Source: an optimization exercise on an open RTL-to-GDS flow (aim: small area and a short achievable clock period). Production flows keep margins and buffers that such runs may drop. The RTL was checked by simulation tests, not by an equivalence proof against the original design. Power is estimated from default activity; no workload was simulated.

== the previous run ==
==> flow/design.v <==
module result_fifo #(
  parameter int DATA_W = 40,
  parameter int ADDR_W = 6
) (
  input  logic                   clk,
  input  logic                   wr_en,
  input  logic [(1<<ADDR_W)-1:0] wr_sel,
  input  logic [DATA_W-1:0]      din,
  input  logic [(1<<ADDR_W)-1:0] rd_sel_n,
  output logic [DATA_W-1:0]      dout_lo,
  output logic [DATA_W-1:0]      dout_hi
);
  localparam int DEPTH = 1 << ADDR_W;
  logic [DATA_W-1:0] mem_r [DEPTH];
  always_ff @(posedge clk) begin
    for (int i = 0; i < DEPTH; i++) begin
      if (wr_en && wr_sel[i]) begin
        mem_r[i] <= din;
      end
    end
  end
  always_comb begin
    dout_lo = '1;
    dout_hi = '1;
    for (int i = 0; i < DEPTH / 2; i++) begin
      dout_lo = dout_lo & (mem_r[i] | {DATA_W{rd_sel_n[i]}});
      dout_hi = dout_hi & (mem_r[i + DEPTH / 2] | {DATA_W{rd_sel_n[i + DEPTH / 2]}});
    end
  end
endmodule
module result_serializer #(
  parameter int DATA_W = 40,
  parameter int ADDR_W = 6,
  parameter int SLACK  = 4
) (
  input  logic                 clk,
  input  logic                 rst,
  input  logic                 fifo_wr_en,
  input  logic [DATA_W-1:0]    dut_dout,
  output logic                 fifo_full,
  output logic [7:0]           byte_dout,
  output logic                 byte_valid,
  input  logic                 byte_ready,
  output logic [15:0]          word_count,
  output logic                 overflow
);
  localparam int              DEPTH      = 1 << ADDR_W;
  localparam logic [ADDR_W:0] FULL_THR_C = (ADDR_W+1)'(DEPTH - SLACK);
  localparam int              NB_L       = DATA_W / 8;
  logic [DEPTH-1:0]  wr_sel_r;
  logic [DEPTH-1:0]  rd_sel_n_r;
  logic [ADDR_W:0]   count_r;
  logic              fifo_full_r;
  logic              overflow_r;
  logic              load_r;
  logic              valid_r;
  logic [NB_L-1:0]   cur_r;         
  logic [7:0]        byte_dout_r;
  logic [DATA_W-1:0] rd_lo_r;       
  logic [DATA_W-1:0] rd_hi_r;
  logic [DATA_W-1:0] word_r;        
  logic [15:0]       word_count_r;
  logic [DATA_W-1:0] rd_lo_s;
  logic [DATA_W-1:0] rd_hi_s;
  logic [DATA_W-1:0] rd_data_s;
  logic              at_cap_s;
  logic              nonempty_s;
  logic              wr_ok_s;
  logic              accept_s;
  logic              last_s;
  logic              inc_s;
  logic              dec_s;
  logic [ADDR_W:0]   count_up_s;
  logic [ADDR_W:0]   count_dn_s;
  logic              full_up_s;
  logic              full_dn_s;
  logic              full_eq_s;
  logic [NB_L-1:0]   cur_next_s;
  logic [7:0]        byte_next_s;
  logic [15:0]       wc_low_ones_s;
  logic [15:0]       wc_plus1_s;
  assign at_cap_s   = count_r[ADDR_W];
  assign nonempty_s = (count_r != '0);
  assign wr_ok_s    = fifo_wr_en && !at_cap_s;
  assign accept_s   = valid_r && byte_ready;
  assign last_s     = cur_r[NB_L-1];
  result_fifo #(
    .DATA_W (DATA_W),
    .ADDR_W (ADDR_W)
  ) u_fifo (
    .clk    (clk),
    .wr_en  (wr_ok_s),
    .wr_sel (wr_sel_r),
    .din    (dut_dout),
    .rd_sel_n (rd_sel_n_r),
    .dout_lo (rd_lo_s),
    .dout_hi (rd_hi_s)
  );
  assign inc_s      = wr_ok_s && !load_r;
  assign dec_s      = load_r && !wr_ok_s;
  assign count_up_s = count_r + 1'b1;
  assign count_dn_s = count_r - 1'b1;
  assign full_up_s  = (count_r >= FULL_THR_C - 1'b1);
  assign full_dn_s  = (count_r >= FULL_THR_C + 1'b1);
  assign full_eq_s  = (count_r >= FULL_THR_C);
  always_ff @(posedge clk) begin
    if (rst) begin
      wr_sel_r    <= {{(DEPTH-1){1'b0}}, 1'b1};
      rd_sel_n_r  <= {{(DEPTH-1){1'b1}}, 1'b0};
      count_r     <= '0;
      fifo_full_r <= 1'b0;
      overflow_r  <= 1'b0;
    end else begin
      if (wr_ok_s) wr_sel_r <= {wr_sel_r[DEPTH-2:0], wr_sel_r[DEPTH-1]};
      if (load_r) rd_sel_n_r <= {rd_sel_n_r[DEPTH-2:0], rd_sel_n_r[DEPTH-1]};
      if (inc_s) begin
        count_r     <= count_up_s;
        fifo_full_r <= full_up_s;
      end else if (dec_s) begin
        count_r     <= count_dn_s;
        fifo_full_r <= full_dn_s;
      end else begin
        fifo_full_r <= full_eq_s;
      end
      if (fifo_wr_en && at_cap_s) overflow_r <= 1'b1;
    end
  end
  always_comb begin
    for (int i = 0; i < 16; i++) begin
      wc_low_ones_s[i] = &(word_count_r | ~((16'd1 << i) - 16'd1));
    end
  end
  assign wc_plus1_s = word_count_r ^ wc_low_ones_s;
  always_ff @(posedge clk) begin
    if (rst) begin
      load_r       <= 1'b0;
      valid_r      <= 1'b0;
      word_count_r <= '0;
    end else begin
      if (load_r) begin
        load_r  <= 1'b0;
        valid_r <= 1'b1;
      end else if (!valid_r) begin
        load_r  <= nonempty_s;
      end else if (accept_s && last_s) begin
        valid_r <= 1'b0;
        load_r  <= nonempty_s;
        if (!(&word_count_r)) word_count_r <= wc_plus1_s;
      end
    end
  end
  assign rd_data_s = rd_lo_r & rd_hi_r;
  always_ff @(posedge clk) begin
    rd_lo_r <= rd_lo_s;
    rd_hi_r <= rd_hi_s;
    if (load_r) word_r <= rd_data_s;
  end
  always_comb begin
    if (load_r)        cur_next_s = {{(NB_L-1){1'b0}}, 1'b1};
    else if (accept_s) cur_next_s = {cur_r[NB_L-2:0], 1'b0};
    else               cur_next_s = cur_r;
  end
  always_comb begin
    if (load_r) begin
      byte_next_s = rd_data_s[DATA_W-1 -: 8];
    end else begin
      byte_next_s = '0;
      for (int k = 0; k < NB_L; k++) begin
        byte_next_s = byte_next_s | (word_r[DATA_W-1-8*k -: 8] & {8{cur_next_s[k]}});
      end
    end
  end
  always_ff @(posedge clk) begin
    cur_r       <= cur_next_s;
    byte_dout_r <= byte_next_s;
  end
  assign fifo_full  = fifo_full_r;
  assign byte_dout  = byte_dout_r;
  assign byte_valid = valid_r;
  assign word_count = word_count_r;
  assign overflow   = overflow_r;
endmodule
Settings: LEC_CHECK=0, CAP_MARGIN=5, CORE_MARGIN=2, CORE_UTILIZATION=65, CTS_CLUSTER_DIAMETER=80, CTS_CLUSTER_SIZE=28, SETUP_SLACK_MARGIN=2.0, SLEW_MARGIN=5, TNS_END_PERCENT=30; clock period 4.0 ns.
run.sh (not shown) runs the stock make flow with config.mk's settings and CLKGATE_MAP_FILE= SYNTH_SCRIPT=/design/flow/synth_recipe.tcl, a recipe that flattens the netlist after the stock synthesis.
## Diff of input files: the current run against the previous run
- CORE_UTILIZATION changed from 65 to 60
### Flow results
Cmp the current run and the previous run / part of the power in the clock network / higher: the current run. The current run against the previous run: fraction of met1 tracks used by global routing now smaller, met3 track utilization from global routing now smaller, max-slew headroom at the worst pin now smaller. The current run reports a lower worst slack at placement than the previous run does. Multi-input gate share of the layout cell area delta (the previous run -> the current run): insignificant.

==> static timing again, ports no longer ideal <==
No port has a modelled driver above. Below, the same layouts with a new extraction and two added sets of constraints. Step 1 sets driving cells, clkbuf_16 on the clock port and buf_2 on the other inputs (assumed; they add their load-dependent delay and slew). Step 2 also shifts input and output timing later by t, the mid clock arrival at the registers, as if the neighbouring blocks saw the same clock. a / b / c = no drivers / after step 1 / after step 2; a / b = the first two.
| run | t (ns) | setup WS [ns] | worst hold slack (ns) | cell pins on the clock port's net |
|---|---|---|---|---|
| the previous run | 0.874 | 1.800 / 1.800 / 1.074 | 0.378 / 0.302 / 0.465 | 1 |
| the current run | 0.881 | 1.838 / 1.747 / 1.199 | 0.293 / 0.222 / 0.461 | 1 |
After both steps every run listed still meets setup and hold. For the previous run, which loses most, drivers alone change the setup slack by 0.000 ns; drivers and shift together by -0.726 ns.
